Background: an optimization exercise with open tools, aiming at a short achievable clock period and few clock cycles. Do not read the settings as production practice.
In this exercise RTL edits were held to simulation tests only and were not proved equivalent to the original.
Power is estimated from default activity; no workload was simulated.

## run.sh

```bash
#!/bin/bash
# synth_recipe.tcl (not shown) runs the flow's synth.tcl, then flattens the netlist and writes it again
# the make line also repeats each setting of config.mk as NAME=value (left out here)
make -C /OpenROAD-flow-scripts/flow DESIGN_CONFIG=/design/flow/config.mk WORK_HOME=/design/flow/orfs CLKGATE_MAP_FILE= SYNTH_SCRIPT=/design/flow/synth_recipe.tcl finish
```

## config.mk

```make
export PLATFORM = sky130hd
export DESIGN_NAME = update_scheduler
export DESIGN_NICKNAME = update_scheduler
export VERILOG_FILES = /design/flow/design.v
export SDC_FILE = /design/flow/constraint.sdc
export NUM_CORES = 4
export LEC_CHECK = 0
export CAP_MARGIN = 20
export CORE_MARGIN = 2
export CORE_UTILIZATION = 40
export SLEW_MARGIN = 20
```

## constraint.sdc

```tcl
create_clock -name core_clock -period 4.2 [get_ports {clk}]
set_input_delay 0.8400 -clock core_clock [delete_from_list [all_inputs] [get_ports {clk}]]
set_output_delay 0.8400 -clock core_clock [all_outputs]
set_load 0.01 [all_outputs]
```

## design.v

```verilog
package update_sched_pkg;
  typedef enum logic {
    OP_ADD = 1'b0,
    OP_DEL = 1'b1
  } op_e;
  typedef enum logic [1:0] {
    IDLE,
    STREAM,
    WAIT
  } state_e;
  localparam int unsigned POS_W    = 18;
  localparam int unsigned FEAT_LEN = 9;
  typedef struct packed {
    op_e              op;
    logic [POS_W-1:0] pos;
  } cmd_t;
  localparam int unsigned BEAT_W = $clog2(FEAT_LEN + 1);
endpackage
module sync_fifo #(
  parameter int unsigned WIDTH = 8,
  parameter int unsigned DEPTH = 4
) (
  input  logic                     clk,
  input  logic                     rst,
  input  logic                     push,
  input  logic [WIDTH-1:0]         din,
  input  logic                     pop,
  output logic [WIDTH-1:0]         dout,
  output logic                     full,
  output logic                     empty,
  output logic [$clog2(DEPTH):0]   count
);
  localparam int unsigned AW = $clog2(DEPTH);
  logic [WIDTH-1:0] mem [DEPTH];
  logic [AW-1:0]    wr_ptr;
  logic [AW-1:0]    rd_ptr;
  logic             do_push;
  logic             do_pop;
  assign full    = (count == (AW+1)'(DEPTH));
  assign empty   = (count == '0);
  assign do_push = push && !full;
  assign do_pop  = pop && !empty;
  assign dout    = mem[rd_ptr];
  always_ff @(posedge clk or posedge rst) begin
    if (rst) begin
      wr_ptr <= '0;
      rd_ptr <= '0;
      count  <= '0;
    end else begin
      if (do_push) wr_ptr <= wr_ptr + 1'b1;
      if (do_pop)  rd_ptr <= rd_ptr + 1'b1;
      case ({do_push, do_pop})
        2'b10:   count <= count + 1'b1;
        2'b01:   count <= count - 1'b1;
        default: ;
      endcase
    end
  end
  always_ff @(posedge clk) begin
    if (do_push) mem[wr_ptr] <= din;
  end
endmodule
module update_scheduler #(
  parameter int unsigned DATA_BUS_WIDTH    = 64,
  parameter int unsigned ENCODE_ADDR_WIDTH = 18,
  parameter int unsigned FEATURE_LENTH     = 9,
  parameter int unsigned CMD_DEPTH         = 4,
  parameter int unsigned FEAT_DEPTH        = 32
) (
  input  logic                          clk,
  input  logic                          rst,
  input  logic                          cmd_valid,
  output logic                          cmd_ready,
  input  logic                          cmd_op,
  input  logic [ENCODE_ADDR_WIDTH-1:0]  cmd_pos,
  input  logic                          feat_valid,
  output logic                          feat_ready,
  input  logic [DATA_BUS_WIDTH-1:0]     feat_data,
  output logic                          add_anchor,
  output logic                          del_anchor,
  output logic [ENCODE_ADDR_WIDTH-1:0]  pos_encode,
  output logic [DATA_BUS_WIDTH-1:0]     feature_in,
  input  logic                          add_done,
  input  logic                          del_done,
  output logic                          busy,
  output logic                          cmp_valid,
  output logic                          cmp_op,
  output logic [$clog2(CMD_DEPTH):0]    cmd_level
);
  localparam int unsigned BW  = $clog2(FEATURE_LENTH + 1);
  localparam int unsigned FCW = $clog2(FEAT_DEPTH) + 1;
  localparam int unsigned CW  = ENCODE_ADDR_WIDTH + 1;
  update_sched_pkg::state_e                         state_q, state_d;
  logic [BW-1:0]                  beat_q;
  update_sched_pkg::op_e                            op_q;
  logic [ENCODE_ADDR_WIDTH-1:0]   pos_q;
  logic                           done_seen_q;
  logic                           add_q, del_q;
  logic [DATA_BUS_WIDTH-1:0]      feat_q;
  logic                           cmd_pop, cmd_full, cmd_empty;
  logic [CW-1:0]                  cmd_head;
  logic                           feat_pop, feat_full, feat_empty;
  logic [DATA_BUS_WIDTH-1:0]      feat_head;
  logic [FCW-1:0]                 feat_count;
  update_sched_pkg::op_e                            head_op;
  logic [ENCODE_ADDR_WIDTH-1:0]   head_pos;
  logic                           issue_add, issue_del;
  logic                           done_match, finish, timeout;
  sync_fifo #(.WIDTH(CW), .DEPTH(CMD_DEPTH)) u_cmd_fifo (
    .clk   (clk),
    .rst   (rst),
    .push  (cmd_valid && cmd_ready),
    .din   ({cmd_op, cmd_pos}),
    .pop   (cmd_pop),
    .dout  (cmd_head),
    .full  (cmd_full),
    .empty (cmd_empty),
    .count (cmd_level)
  );
  sync_fifo #(.WIDTH(DATA_BUS_WIDTH), .DEPTH(FEAT_DEPTH)) u_feat_fifo (
    .clk   (clk),
    .rst   (rst),
    .push  (feat_valid && feat_ready),
    .din   (feat_data),
    .pop   (feat_pop),
    .dout  (feat_head),
    .full  (feat_full),
    .empty (feat_empty),
    .count (feat_count)
  );
  assign cmd_ready  = !cmd_full;
  assign feat_ready = !feat_full;
  assign head_op    = update_sched_pkg::op_e'(cmd_head[ENCODE_ADDR_WIDTH]);
  assign head_pos   = cmd_head[ENCODE_ADDR_WIDTH-1:0];
  assign done_match = (op_q == update_sched_pkg::OP_ADD) ? add_done : del_done;
  assign finish     = (state_q == update_sched_pkg::WAIT) && (done_seen_q || done_match);
  assign timeout = 1'b0;
  assign add_anchor = add_q;
  assign del_anchor = del_q;
  assign pos_encode = pos_q;
  assign feature_in = feat_q;
  assign busy       = (state_q != update_sched_pkg::IDLE);
  assign cmp_valid  = finish || timeout;
  assign cmp_op     = cmp_valid && (op_q == update_sched_pkg::OP_DEL);
  always_comb begin
    state_d   = state_q;
    cmd_pop   = 1'b0;
    feat_pop  = 1'b0;
    issue_add = 1'b0;
    issue_del = 1'b0;
    case (state_q)
      update_sched_pkg::IDLE: begin
        if (!cmd_empty) begin
          if (head_op == update_sched_pkg::OP_DEL) begin
            cmd_pop   = 1'b1;
            issue_del = 1'b1;
            state_d   = update_sched_pkg::WAIT;
          end else if (feat_count >= FCW'(FEATURE_LENTH)) begin
            cmd_pop   = 1'b1;
            feat_pop  = 1'b1;
            issue_add = 1'b1;
            state_d   = update_sched_pkg::STREAM;
          end
        end
      end
      update_sched_pkg::STREAM: begin
        if (beat_q < BW'(FEATURE_LENTH)) feat_pop = !feat_empty;
        else                             state_d  = update_sched_pkg::WAIT;
      end
      update_sched_pkg::WAIT: begin
        if (finish || timeout) state_d = update_sched_pkg::IDLE;
      end
      default: state_d = update_sched_pkg::IDLE;
    endcase
  end
  always_ff @(posedge clk or posedge rst) begin
    if (rst) begin
      state_q     <= update_sched_pkg::IDLE;
      beat_q      <= '0;
      op_q        <= update_sched_pkg::OP_ADD;
      pos_q       <= '0;
      done_seen_q <= 1'b0;
      add_q       <= 1'b0;
      del_q       <= 1'b0;
      feat_q      <= '0;
    end else begin
      state_q <= state_d;
      add_q   <= issue_add;
      del_q   <= issue_del;
      if (issue_add || issue_del) begin
        op_q        <= head_op;
        pos_q       <= head_pos;
        done_seen_q <= 1'b0;
      end else if (state_q == update_sched_pkg::STREAM && done_match) begin
        done_seen_q <= 1'b1;
      end
      if (issue_add) begin
        feat_q <= feat_head;
        beat_q <= BW'(1);
      end else if (state_q == update_sched_pkg::STREAM && beat_q < BW'(FEATURE_LENTH)) begin
        feat_q <= feat_head;
        beat_q <= beat_q + 1'b1;
      end else begin
        feat_q <= '0;
      end
    end
  end
endmodule
```

==> out/results.tsv <==
metric	value	unit
part of the cycle the worst path needs	80.3	%
Setup CP Type	reg -> out	
CTS tree	yes	
mux cell area share after synthesis	16.4	%
number of synthesized flops with an enable pin	2124	
Die Ht	465	um
Final min period	3.37	ns
post-synthesis compound-gate area fraction	1.78	%
storage element area	66700	sq um
Total Routing Usage GR	19.1	%
hold-fix buffers at CTS	0	
first-pass GRT wire length	299000	um
CP arrival	2.53	ns
status	no timing/DRC/antenna violations	
Port Buf Inserts	180	
CTS sink count	2239	
layout cells sized above 1	26.1	%
area share of fa/ha/maj cells after synthesis	0.298	%
Die W	465	um
top area cells in the synthesized netlist	edfxtp_1 75%, mux4_2 13%, dfrtp_1 3.4%, mux2i_1 2.8%, nor2_1 0.61%	
CTS H-tree lvls	4	
critical path capture point type	primary output	
Synth Instances	3772	
Final Wtd Congestion	0.744	
nets@finish	4253	
Net Sw Frac	29.2	%
VDD IR-drop max	0.570	mV
top_reg_cell synth	edfxtp_1	
number of buffers created by CTS	218	
core area	211000	sq um
slew margin rel.	26.0	%
crit-path max cell delay	0.52	ns
hold crit path type	in -> reg	
final-report hold violation count	0	
Clk network pwr share	30.7	%
initial antenna violation count	11	
clk buf depth	3	
total negative setup slack	0	ns
RSZ-0062 raised after global routing	no	
P_int	45900	uW
crit start category	flip-flop	
vias in the first global route	41097	
clock latency (worst-skew pair)	0.86	ns
Final setup viols	0	
Crit Path Max Fanout	4	
LEAKAGE	0.0317	uW
critical path data required time	3.36	ns
final setup skew	0.0571	ns
DRT Wirelength	208000	um
Yosys cell types	48	
total grt overflow	0	
P&R area growth vs syn	16.4	%
Worst Tran Pin Value	1.08	ns
largest family of logic cells by synthesized area	multiplexers	
Die ar.	216000	sq um
vias post-DR	40252	
Post-Syn Nets	3880	
Sw Pwr	19000	uW
post-synth design cell area	84900	sq um
largest net degree at the start of global routing	65	
Via density	5.62	
Syn Area/Cell	22.5	sq um
top cell type's share of synthesized area	75.1	%
Initial Utilization	40.2	%
fin. max-slew vios	0	
Simple-Gate Fraction of Synth Area	1.53	%
ANT nets after route	0	
clk slew on worst S/H paths	0.06	ns
Synth warnings	3	
Reg power frac	41.7	%
flops & latches, synth	2239	
crit path cell chain	or3_1 > nor3_1 > nand2_1 > clkdlybuf4s50_1	
Fillers	17389	
num ports	181	
Finished Core Util	46.7	%
CTS Root Buffer Type	clkbuf_16	
Comb power frac	27.6	%
Post-synth ARST share	5.14	%
Yosys top cell by area	edfxtp_1	
Routed WL per cell	29.0	um
Synth Area in XOR/XNOR	0.186	%
setup repair bufs after CTS	0	
DRC violations left	0	
total power divided by cell area	656	nW/um^2
area of the multi-input gates	17400	sq um
fmax	296	MHz
CP max stage cell	clkdlybuf4s50_1	
# rows	169	
First DRT Iteration DRCs	4242	
Post-CTS Resized	0	
DP Wirelength	114000	um
sequential element share of the synthesized area	78.5	%
max cap viols	0	
drt pass-1 iters	6	
R2R Setup Slk	0.86	ns
-- path summary, 6_finish.rpt --
path | startpoint | endpoint | cells past startpoint
max | u_feat_fifo.count[1] | feat_ready | 4
min | feat_data[26] | u_feat_fifo.mem[13][26] | 1
max reg2reg | u_cmd_fifo.rd_ptr[0] | u_feat_fifo.count[5] | 13
min reg2reg | pos_q[17] | pos_q[17] | 1
max in group asynchronous | rst | pos_q[1] | 3
min in group asynchronous | rst | feat_q[43] | 2
-- sequential cells by signal, indices dropped and copies added (netlist names) --
signal / count
add_q: 1
beat_q: 4
del_q: 1
done_seen_q: 1
feat_q: 64
op_q: 1
pos_q: 18
state_q: 2
u_cmd_fifo.count: 3
u_cmd_fifo.mem: 76
u_cmd_fifo.rd_ptr: 2
u_cmd_fifo.wr_ptr: 2
u_feat_fifo.count: 6
u_feat_fifo.mem: 2048
u_feat_fifo.rd_ptr: 5
u_feat_fifo.wr_ptr: 5
-- layout by cell type (no fill, tap or decap), types with 7 or more instances in the layout --
| cell type | synthesis | layout |
|---|---|---|
| clkbuf_1 | 92 | 55 |
| buf_12 | 0 | 70 |
| bufinv_16 | 0 | 26 |
| clkinvlp_4 | 0 | 7 |
| nor2b_1 | 21 | 20 |
| nor2_1 | 139 | 107 |
| mux4_2 | 491 | 491 |
| o22ai_1 | 49 | 49 |
| clkbuf_16 | 0 | 218 |
| clkbuf_8 | 0 | 16 |
| xnor2_1 | 14 | 14 |
| a211oi_1 | 38 | 38 |
| o221ai_1 | 36 | 36 |
| buf_4 | 32 | 106 |
| clkinv_1 | 0 | 34 |
| diode_2 | 0 | 7 |
| nor3_1 | 57 | 57 |
| a2111oi_0 | 37 | 36 |
| a21oi_1 | 16 | 16 |
| nor2_4 | 0 | 32 |
| ha_1 | 17 | 17 |
| nand2_1 | 33 | 33 |
| clkdlybuf4s50_1 | 0 | 127 |
| mux2_2 | 39 | 39 |
| clkinv_2 | 0 | 38 |
| inv_1 | 23 | 22 |
| buf_2 | 55 | 53 |
| o21ai_0 | 24 | 24 |
| edfxtp_1 | 2124 | 2124 |
| mux2i_1 | 241 | 241 |
| dfrtp_1 | 115 | 110 |
-- stage by stage --
step                      setup WS (ns)  hold slack, ns  instances  power [uW]  cell area (sq um)
after global placement            0.347           0.492       6746       45600              91700
final                             0.826           0.497       7167       64800              98800
after global routing              0.675           0.492       7165       67500              98800
after floorplan                  -0.461           0.470       3772       39100              84900
after CTS                         0.739           0.476       7160       65600              99000
after detailed placement          0.335           0.495       6746       45600              91600
-- per-layer routing --
layer	vias up	track usage (%)	routed length (um)
li1	16620	-	-
met1	21827	27.4	89300
met2	1535	30.4	100000
met3	268	3.50	14200
met4	2	4.96	4380
met5	-	0	7
-- power groups by stage --
| stage | clock, uW | sequential [uW] | combinational [uW] |
|---|---|---|---|
| final | 19900 | 27100 | 17900 |
| after global routing | 21200 | 27200 | 19100 |
| after CTS | 20300 | 27100 | 18200 |
| after detailed placement | 0 | 27500 | 18100 |
| after global placement | 0 | 27500 | 18100 |
| after floorplan | 0 | 27200 | 11800 |
-- worst max-delay path: cells and delay by family (launching register included) --
family	cells	cell delay, ns
buffers and inverters	1	0.52
DFF	1	0.41
and+or+nand+nor	3	0.74
-- cells by family after synthesis --
group,count (synthesis)
xor+xnor,18
fa+ha+maj,19
flops,2239
buf+inv,227
mux,772
simple gates,286
compound gates,211
-- Yosys cell counts, drive strengths merged (3+ instances only) --
cell type	number
edfxtp	2124
mux4	491
mux2i	241
nor2	139
dfrtp	115
buf	111
clkbuf	92
nor3	57
o22ai	49
mux2	40
a211oi	38
a2111oi	37
o221ai	36
nand2	34
o21ai	25
inv	24
nor2b	21
ha	17
a21oi	16
xnor2	14
nand3	7
and3	6
nand3b	4
xor2	4
a21o	3
and2	3
or3	3
-- layout make-up --
class	instances	share of cell area, %
timing repair buffer	356	3.78
antenna	7	0.0177
tap	2821	3.57
inverter	24	0.101
multi-input combinational	1306	17.6
clock buffer	289	5.95
sequential	2239	67.5
clock inverter	125	1.50
Testbench counts, summed over its fixed seeds: cycles 19,707.

## port drivers added, routing unchanged
Ports are ideal in the flow. The routed layout listed here was re-timed in OpenROAD.
Step 1: set_driving_cell puts a clkbuf_16 on clk and a buf_2 on each other input, an assumption about the parent block.
Step 2, shift: input delay + t, output delay - t, t = (earliest + latest rising clock arrival at the registers) / 2. This alone moves slack from input paths to output paths.
a / b / c = ideal ports / drivers / drivers and shift; a / b = the first two.
t (ns): 0.931
slack for setup (ns): 0.826 / 0.732 / 0.284
slew at the worst register clock pin (ns): 0.07 / 0.07
worst data-port slew with drivers (ns): 0.14
After both steps this run still meets setup and hold. For this run, drivers alone change the setup slack by -0.094 ns; drivers and shift together by -0.542 ns.
